Source: an optimization exercise on an open RTL-to-GDS flow (aim: small area, a short achievable clock period and few clock cycles). Production flows keep margins and buffers that such runs may drop. At most, simulation tests tie the RTL to the original design; equivalence was not proved.

==> inputs of run C <==
// fwdkm_seq
module fwdkm_seq #(
  parameter int unsigned NJ    = 3,
  parameter int unsigned ANG_W = 32,
  parameter int unsigned COS_W = 32,
  parameter int unsigned LEN_W = 16,
  parameter int unsigned ACC_W = 64
) (
  input  logic                 clk,
  input  logic                reset,
  input  logic                in_valid,
  output logic                in_ready,
  input  logic [ANG_W-1:0]    yaw_ang,
  input  logic [NJ*ANG_W-1:0] jnt_ang,
  input  logic [NJ*ANG_W-1:0] jnt_off,
  input  logic [NJ*LEN_W-1:0] link_len,
  input  logic [LEN_W-1:0]    base_h,
  output logic                cos_req_valid,
  input  logic                cos_req_ready,
  output logic [ANG_W-1:0]    cos_req_angle,
  input  logic                cos_rsp_valid,
  input  logic [COS_W-1:0]    cos_rsp_data,
  output logic                out_valid,
  input  logic                out_ready,
  output logic [ACC_W-1:0]    pos_x,
  output logic [ACC_W-1:0]    pos_y,
  output logic [ACC_W-1:0]    pos_z,
  output logic                busy
);
  localparam int unsigned RW = 50;
  localparam int unsigned PW = 51;
  localparam int unsigned ZW = 56;
  ...
export LEC_CHECK = 0
export CAP_MARGIN = 20
export CORE_MARGIN = 5
export CORE_UTILIZATION = 40
export CTS_BUF_LIST = sky130_fd_sc_hd__clkbuf_8
export CTS_CLUSTER_DIAMETER = 80
export CTS_CLUSTER_SIZE = 15
export PLACE_DENSITY = 0.75
export SLEW_MARGIN = 20
export SYNTH_HIERARCHICAL = 1
export TNS_END_PERCENT = 0
create_clock -name core_clock -period 13.0 [get_ports {clk}]
standard.sh (not shown) runs the stock make flow with config.mk's settings and CLKGATE_MAP_FILE= SYNTH_SCRIPT=/design/flow/synth_recipe.tcl, a recipe that flattens the netlist after the stock synthesis.
==> flow/flow/run.sh <==
#!/bin/bash
set -euo pipefail
bash standard.sh SETUP_SLACK_MARGIN=7.5 'BUFFER_PORTS_ARGS=-buffer_cell sky130_fd_sc_hd__buf_1' finish > standard_flow.log 2>&1
==> run G (differences from run C) <==
--- a/flow/design.v
+++ b/flow/design.v
@@ -63,17 +63,17 @@
   assign rsp_k         = q_q - 3'd1;
   logic ans6, ans7, pos_free, bstart, blast, first;
   assign ans6     = ans && rsp_k == 3'd6;
   assign ans7     = ans && rsp_k == 3'd7;
   assign pos_free = !bbusy_q && (!ov_q || out_ready);
   assign bstart   = (ans7 || bpend_q) && pos_free;
   assign blast    = (bcnt_q == 3'd5);
   assign first    = (bcnt_q == 3'd0);
-  logic       act_d, pend_d, bpend_d, bbusy_d, ov_d, gate_d;
+  logic       act_d, pend_d, bpend_d, bbusy_d, ov_d, gate_d, outst_d;
   logic [2:0] q_d, bcnt_d;
   always_comb begin
     q_d    = req_fire ? q_q + 3'd1 : q_q;
     act_d  = act_q;
     pend_d = pend_q;
     if (req_fire && q_q == 3'd7) begin
       act_d  = pend_q || accept;
       pend_d = 1'b0;
@@ -89,18 +89,19 @@
       bcnt_d  = '0;
     end else if (bbusy_q) begin
       bcnt_d = bcnt_q + 3'd1;
       if (blast) bbusy_d = 1'b0;
     end
     ov_d = ov_q;
     if (bbusy_q && blast)       ov_d = 1'b1;
     else if (ov_q && out_ready) ov_d = 1'b0;
+    outst_d = req_fire ? 1'b1 : (ans ? 1'b0 : outst_q);
     gate_d = 1'b1;
-    if (q_d == 3'd0) gate_d = !bpend_d;
+    if (q_d == 3'd0) gate_d = !bpend_d && (!outst_d || (!bbusy_d && !ov_d));
     else if (q_d[2:1] == 2'b11) gate_d = !bpend_d && (!bbusy_d || bcnt_d >= 3'd4);
   end
   always_ff @(posedge clk or posedge reset) begin
     if (reset) begin
       occ_q   <= 1'b0;
       act_q   <= 1'b0;
       pend_q  <= 1'b0;
       q_q     <= '0;
@@ -118,18 +119,17 @@
     end else begin
       if (accept) occ_q <= 1'b1;
       else if (ans && rsp_k == 3'd5) occ_q <= 1'b0;
       act_q   <= act_d;
       pend_q  <= pend_d;
       q_q     <= q_d;
       en_q    <= act_d && gate_d;
       asel_q  <= (q_d[2:1] == 2'd0);
-      if (req_fire)  outst_q <= 1'b1;
-      else if (ans)  outst_q <= 1'b0;
+      outst_q <= outst_d;
       mac_v_q <= ans && (rsp_k <= 3'd5);
       if (ans) begin
         mac_z_q <= (rsp_k == 3'd0);
         mac_b_q <= (rsp_k == 3'd1);
         mac_a_q <= (rsp_k == 3'd1 || rsp_k == 3'd3);
       end
       bpend_q <= bpend_d;
       bbusy_q <= bbusy_d;
Settings changed: PLACE_DENSITY 0.75 to not set.
==> run R (differences from run C) <==
==> flow/flow/run.sh (replaced) <==
#!/bin/bash
set -euo pipefail
bash standard.sh SETUP_SLACK_MARGIN=8.5 'BUFFER_PORTS_ARGS=-buffer_cell sky130_fd_sc_hd__buf_1' finish > standard_flow.log 2>&1
Settings changed: PLACE_DENSITY 0.75 to not set.
==> run A (differences from run C) <==
Settings changed: CORE_UTILIZATION 40 to 55, PLACE_DENSITY 0.75 to not set.
==> results.cfg <==
[outcome]
status = finished clean

[critical_path]
r2r_start = mac_v_q

[yosys]
syn_inst = 5113
synth.distinct_cells = 72

[final_layout]
multi_input_cells = 3747
nClkBuffers = 63

[grt]
gr-usage-met1 = 0.2674
grt_pass1_wl_microns = 244600

[power_and_ir_drop]
the above is filed under run C

==> results.cfg <==
[outcome]
status = finished clean

[yosys]
ys.flop_type = edfxtp_1
async_flop_share = 0.02844
syn_inst = 5113
netlist_top_cells_area = edfxtp_1, fa_1, xnor2_1
synth.distinct_cells = 72

[grt]
grt_pass1_wl_microns = 252000
gr-usage-met1 = 0.2939

[critical_path]
crit_end = x_q[49]
r2r_start = mac_v_q

[final_layout]
nClkBuffers = 60
multi_input_cells = 3749
largestRegisters = px_q: 56 flops, pz_q: 56 flops

[clock_tree]
cts_setup_buffers = 12
the above is filed under run R

==> results.cfg <==
[sta]
rsz0062_at_grt = true

[critical_path]
worstSetupEndpointType = primary output

[yosys]
yosys-top-cells-count = xnor2_1, edfxtp_1, a22oi_1
synth.distinct_cells = 79
syn_inst = 5146
synthAdderAreaFrac = 0.2635

[drt]
drt_iter0_markers = 3515

[grt]
gr-usage-met1 = 0.3001
grtUsageMet3 = 0.03550
grt_pass1_wl_microns = 254000
grtUsageMet2 = 0.3474

[die]
tapCellCount = 1903

[outcome]
status = finished clean

[final_layout]
multi_input_cells = 3781
the above is filed under run G

==> results.cfg <==
[critical_path]
r2r_start = mac_v_q

[grt]
grt_pass1_wl_microns = 244800

[outcome]
status = finished clean

[yosys]
synth.distinct_cells = 72

[final_layout]
multi_input_cells = 3749
nClkBuffers = 57
the above is filed under run A

Testbench counts of run C, summed over its fixed seeds: cycles 3,144.
Testbench counts of run G, summed over its fixed seeds: cycles 3,144.
Testbench counts of run R, summed over its fixed seeds: cycles 3,144.
Testbench counts of run A, summed over its fixed seeds: cycles 3,144.

* * *

==> inputs of 03-09 <==
fwdkm_seq, a different RTL version from the one above (not shown whole).
clock: 13.0 ns
lec_check: 0
cap_margin: 20
core_margin: 2
core_utilization: 40
slew_margin: 20
synth_hierarchical: 1
run.sh (not shown) runs the stock make flow with config.mk's settings and CLKGATE_MAP_FILE= SYNTH_SCRIPT=/design/flow/synth_recipe.tcl, a recipe that flattens the netlist after the stock synthesis.
Stock flow here: none of the scripts above is used.
==> 12-11: changes against 03-09 <==
--- a/flow/design.v
+++ b/flow/design.v
@@ -38,15 +38,14 @@
   logic [2:0] mac_k_q;
   logic       bpend_q;     
   logic       bbusy_q;     
   logic [2:0] bcnt_q;      
   logic       ov_q;        
   logic [31:0]   f0_q, s1_q, s2_q, yw_q, ra_q;
-  logic [15:0]   l0_q, l1_q, l2_q, bh_q;
+  logic [15:0]   l1_q, l2_q, bh_q;
   logic [31:0]   creg_q, c6_q, c7_q;
-  logic          c6p_q, c7p_q;
   logic [RW-1:0] x_q, y_q, ry_q, py_q;
   logic [ZW-1:0] pz_q, px_q;
   logic accept, req_fire, ans;
   logic [2:0] rsp_k;
   logic gate;
   logic [31:0] abase;
@@ -96,31 +95,40 @@
       s1_q <= jnt_off[63:32] + jnt_ang[63:32];
       s2_q <= jnt_off[95:64] + jnt_ang[95:64];
       yw_q <= yaw_ang;
       bh_q <= base_h;
     end
     if (accept) begin
-      l0_q <= link_len[15:0];
       l1_q <= link_len[31:16];
       l2_q <= link_len[47:32];
     end else if (mac_v_q && (mac_k_q == 3'd1 || mac_k_q == 3'd3)) begin
-      l0_q <= l1_q;
       l1_q <= l2_q;
     end
     if (req_fire && q_q[0] && q_q != 3'd7)
       ra_q <= (q_q == 3'd5) ? yw_q : abase + (q_q[1] ? s2_q : s1_q);
     creg_q <= cos_rsp_data;
   end
-  logic [8:0]    bm_one, bm_two, bm_neg;
-  logic [17:0]   lx;
-  assign lx = {1'b0, l0_q, 1'b0};
+  logic [8:0]  bm_one;
+  logic [7:0]  bm_two, bm_neg;
+  logic [15:0] lnext;
+  logic [8:0]  bn_one, bn_two, bn_neg;
+  assign lnext = accept ? link_len[15:0] : l1_q;
   always_comb begin
+    logic [17:0] lx;
+    lx = {1'b0, lnext, 1'b0};
     for (int j = 0; j < 9; j++) begin
-      bm_one[j] = lx[2*j+1] ^ lx[2*j];
-      bm_two[j] = (lx[2*j+2] & ~lx[2*j+1] & ~lx[2*j]) | (~lx[2*j+2] & lx[2*j+1] & lx[2*j]);
-      bm_neg[j] = lx[2*j+2] & ~(lx[2*j+1] & lx[2*j]);
+      bn_one[j] = lx[2*j+1] ^ lx[2*j];
+      bn_two[j] = (lx[2*j+2] & ~lx[2*j+1] & ~lx[2*j]) | (~lx[2*j+2] & lx[2*j+1] & lx[2*j]);
+      bn_neg[j] = lx[2*j+2] & ~(lx[2*j+1] & lx[2*j]);
+    end
+  end
+  always_ff @(posedge clk) begin
+    if (accept || (mac_v_q && (mac_k_q == 3'd1 || mac_k_q == 3'd3))) begin
+      bm_one <= bn_one;
+      bm_two <= bn_two[7:0];
+      bm_neg <= bn_neg[7:0];
     end
   end
   logic [RW-1:0] acc_in, mac_sum;
   always_comb begin
     if (mac_k_q == 3'd0)      acc_in = '0;
     else if (mac_k_q == 3'd1) acc_in = {4'd0, bh_q, 30'd0};
@@ -138,22 +146,23 @@
   assign pos_free = !bbusy_q && (!ov_q || out_ready);
   assign bstart   = (ans7 || bpend_q) && pos_free;
   assign blast    = (bcnt_q == 3'd5);
   assign first    = (bcnt_q == 3'd0);
   logic [2:0] yz_one, yz_two, yz_neg, yx_one, yx_two, yx_neg;
   logic [6:0] wz, wx;
-  assign wz = {c6_q[5:0], c6p_q};
-  assign wx = {c7_q[5:0], c7p_q};
+  logic [2:0] nz_one, nz_two, nz_neg, nx_one, nx_two, nx_neg;
+  assign wz = ans6 ? {cos_rsp_data[5:0], 1'b0} : c6_q[11:5];
+  assign wx = ans7 ? {cos_rsp_data[5:0], 1'b0} : c7_q[11:5];
   always_comb begin
     for (int j = 0; j < 3; j++) begin
-      yz_one[j] = wz[2*j+1] ^ wz[2*j];
-      yz_two[j] = (wz[2*j+2] & ~wz[2*j+1] & ~wz[2*j]) | (~wz[2*j+2] & wz[2*j+1] & wz[2*j]);
-      yz_neg[j] = wz[2*j+2] & ~(wz[2*j+1] & wz[2*j]);
-      yx_one[j] = wx[2*j+1] ^ wx[2*j];
-      yx_two[j] = (wx[2*j+2] & ~wx[2*j+1] & ~wx[2*j]) | (~wx[2*j+2] & wx[2*j+1] & wx[2*j]);
-      yx_neg[j] = wx[2*j+2] & ~(wx[2*j+1] & wx[2*j]);
+      nz_one[j] = wz[2*j+1] ^ wz[2*j];
+      nz_two[j] = (wz[2*j+2] & ~wz[2*j+1] & ~wz[2*j]) | (~wz[2*j+2] & wz[2*j+1] & wz[2*j]);
+      nz_neg[j] = wz[2*j+2] & ~(wz[2*j+1] & wz[2*j]);
+      nx_one[j] = wx[2*j+1] ^ wx[2*j];
+      nx_two[j] = (wx[2*j+2] & ~wx[2*j+1] & ~wx[2*j]) | (~wx[2*j+2] & wx[2*j+1] & wx[2*j]);
+      nx_neg[j] = wx[2*j+2] & ~(wx[2*j+1] & wx[2*j]);
     end
   end
   logic [ZW-1:0] yz_sum, yx_sum;
   always_ff @(posedge clk or posedge reset) begin
     if (reset) begin
       bpend_q <= 1'b0;
@@ -172,27 +181,25 @@
       end
       if (bbusy_q && blast)       ov_q <= 1'b1;
       else if (ov_q && out_ready) ov_q <= 1'b0;
     end
   end
   always_ff @(posedge clk) begin
-    if (ans6) begin
-      c6_q  <= cos_rsp_data;
-      c6p_q <= 1'b0;
-    end else if (bbusy_q) begin
-      c6_q  <= {{6{c6_q[31]}}, c6_q[31:6]};
-      c6p_q <= c6_q[5];
-    end
-    if (ans7) begin
-      c7_q  <= cos_rsp_data;
-      c7p_q <= 1'b0;
-      ry_q  <= y_q;
-    end else if (bbusy_q) begin
-      c7_q  <= {{6{c7_q[31]}}, c7_q[31:6]};
-      c7p_q <= c7_q[5];
+    if (ans6 || bbusy_q) begin
+      c6_q   <= ans6 ? cos_rsp_data : {{6{c6_q[31]}}, c6_q[31:6]};
+      yz_one <= nz_one;
+      yz_two <= nz_two;
+      yz_neg <= nz_neg;
+    end
+    if (ans7 || bbusy_q) begin
+      c7_q   <= ans7 ? cos_rsp_data : {{6{c7_q[31]}}, c7_q[31:6]};
+      yx_one <= nx_one;
+      yx_two <= nx_two;
+      yx_neg <= nx_neg;
     end
+    if (ans7) ry_q <= y_q;
     if (bstart) py_q <= x_q;
     if (bbusy_q) begin
       pz_q <= yz_sum;
       px_q <= yx_sum;
     end
   end
==> flow/flow/run.sh (new file) <==
#!/bin/bash
set -euo pipefail
bash standard.sh SETUP_SLACK_MARGIN=7.5 finish > standard_flow.log 2>&1
==> flow/standard.sh (new file) <==
#!/bin/bash
# synth_recipe.tcl (not shown) runs the flow's synth.tcl, then flattens the netlist and writes it again
# the make line also repeats each setting of config.mk as NAME=value (left out here)
make -C /OpenROAD-flow-scripts/flow DESIGN_CONFIG=/design/flow/config.mk WORK_HOME=/design/flow/orfs CLKGATE_MAP_FILE= SYNTH_SCRIPT=/design/flow/synth_recipe.tcl "${@:-finish}"
removed: flow/run.sh
==> notes <==
- Of 12-11 and 03-09, 12-11 has the higher final cell count (gap 0.72%, measured against 03-09).
- In 03-09 the via count is smaller than in 12-11, by 2.2%.
- Of 03-09 and 12-11, 03-09 has the higher synthesized cell count (gap about 0.7%, measured against 12-11).
No functional check of the RTL was part of any run of this note.

-- port drivers added, routing unchanged --
The flow's constraints put no driver on any port. The routed layouts listed below were extracted and timed again, unchanged, in two steps. Step 1 (the two cells are an assumption about what drives the block):
set clk [get_ports {clk}]
set_driving_cell -lib_cell sky130_fd_sc_hd__clkbuf_16 $clk
set_driving_cell -lib_cell sky130_fd_sc_hd__buf_2 [delete_from_list [all_inputs] $clk]
Step 2 adds t to the input delays and takes it off the output delays; t is the mean of the earliest and latest rising clock arrival at the registers after step 1. Input paths then give back, and output paths get back, about the clock's delay inside the block. a / b / c = ideal ports / drivers / drivers and shift; a / b = the first two.
run | shift t [ns] | setup slack, ns | worst setup path after step 2 | worst register clock-pin slew, ns
run C | 0.796 | 7.083 / 7.081 / 6.696 | input to register | 0.11 / 0.11
run G | 0.859 | 7.249 / 7.137 / 6.755 | input to register | 0.12 / 0.12
run R | 0.861 | 7.123 / 7.055 / 6.882 | input to register | 0.11 / 0.11
run A | 0.815 | 7.105 / 7.078 / 7.001 | input to register | 0.11 / 0.11
03-09 | 0.770 | 5.346 / 5.346 / 5.346 | register to register | 0.07 / 0.07
12-11 | 0.769 | 6.770 / 6.770 / 6.770 | register to register | 0.07 / 0.07
After both steps setup and hold are still met in every run listed. For run G, which loses most, drivers alone change the setup slack by -0.112 ns; drivers and shift together by -0.494 ns.
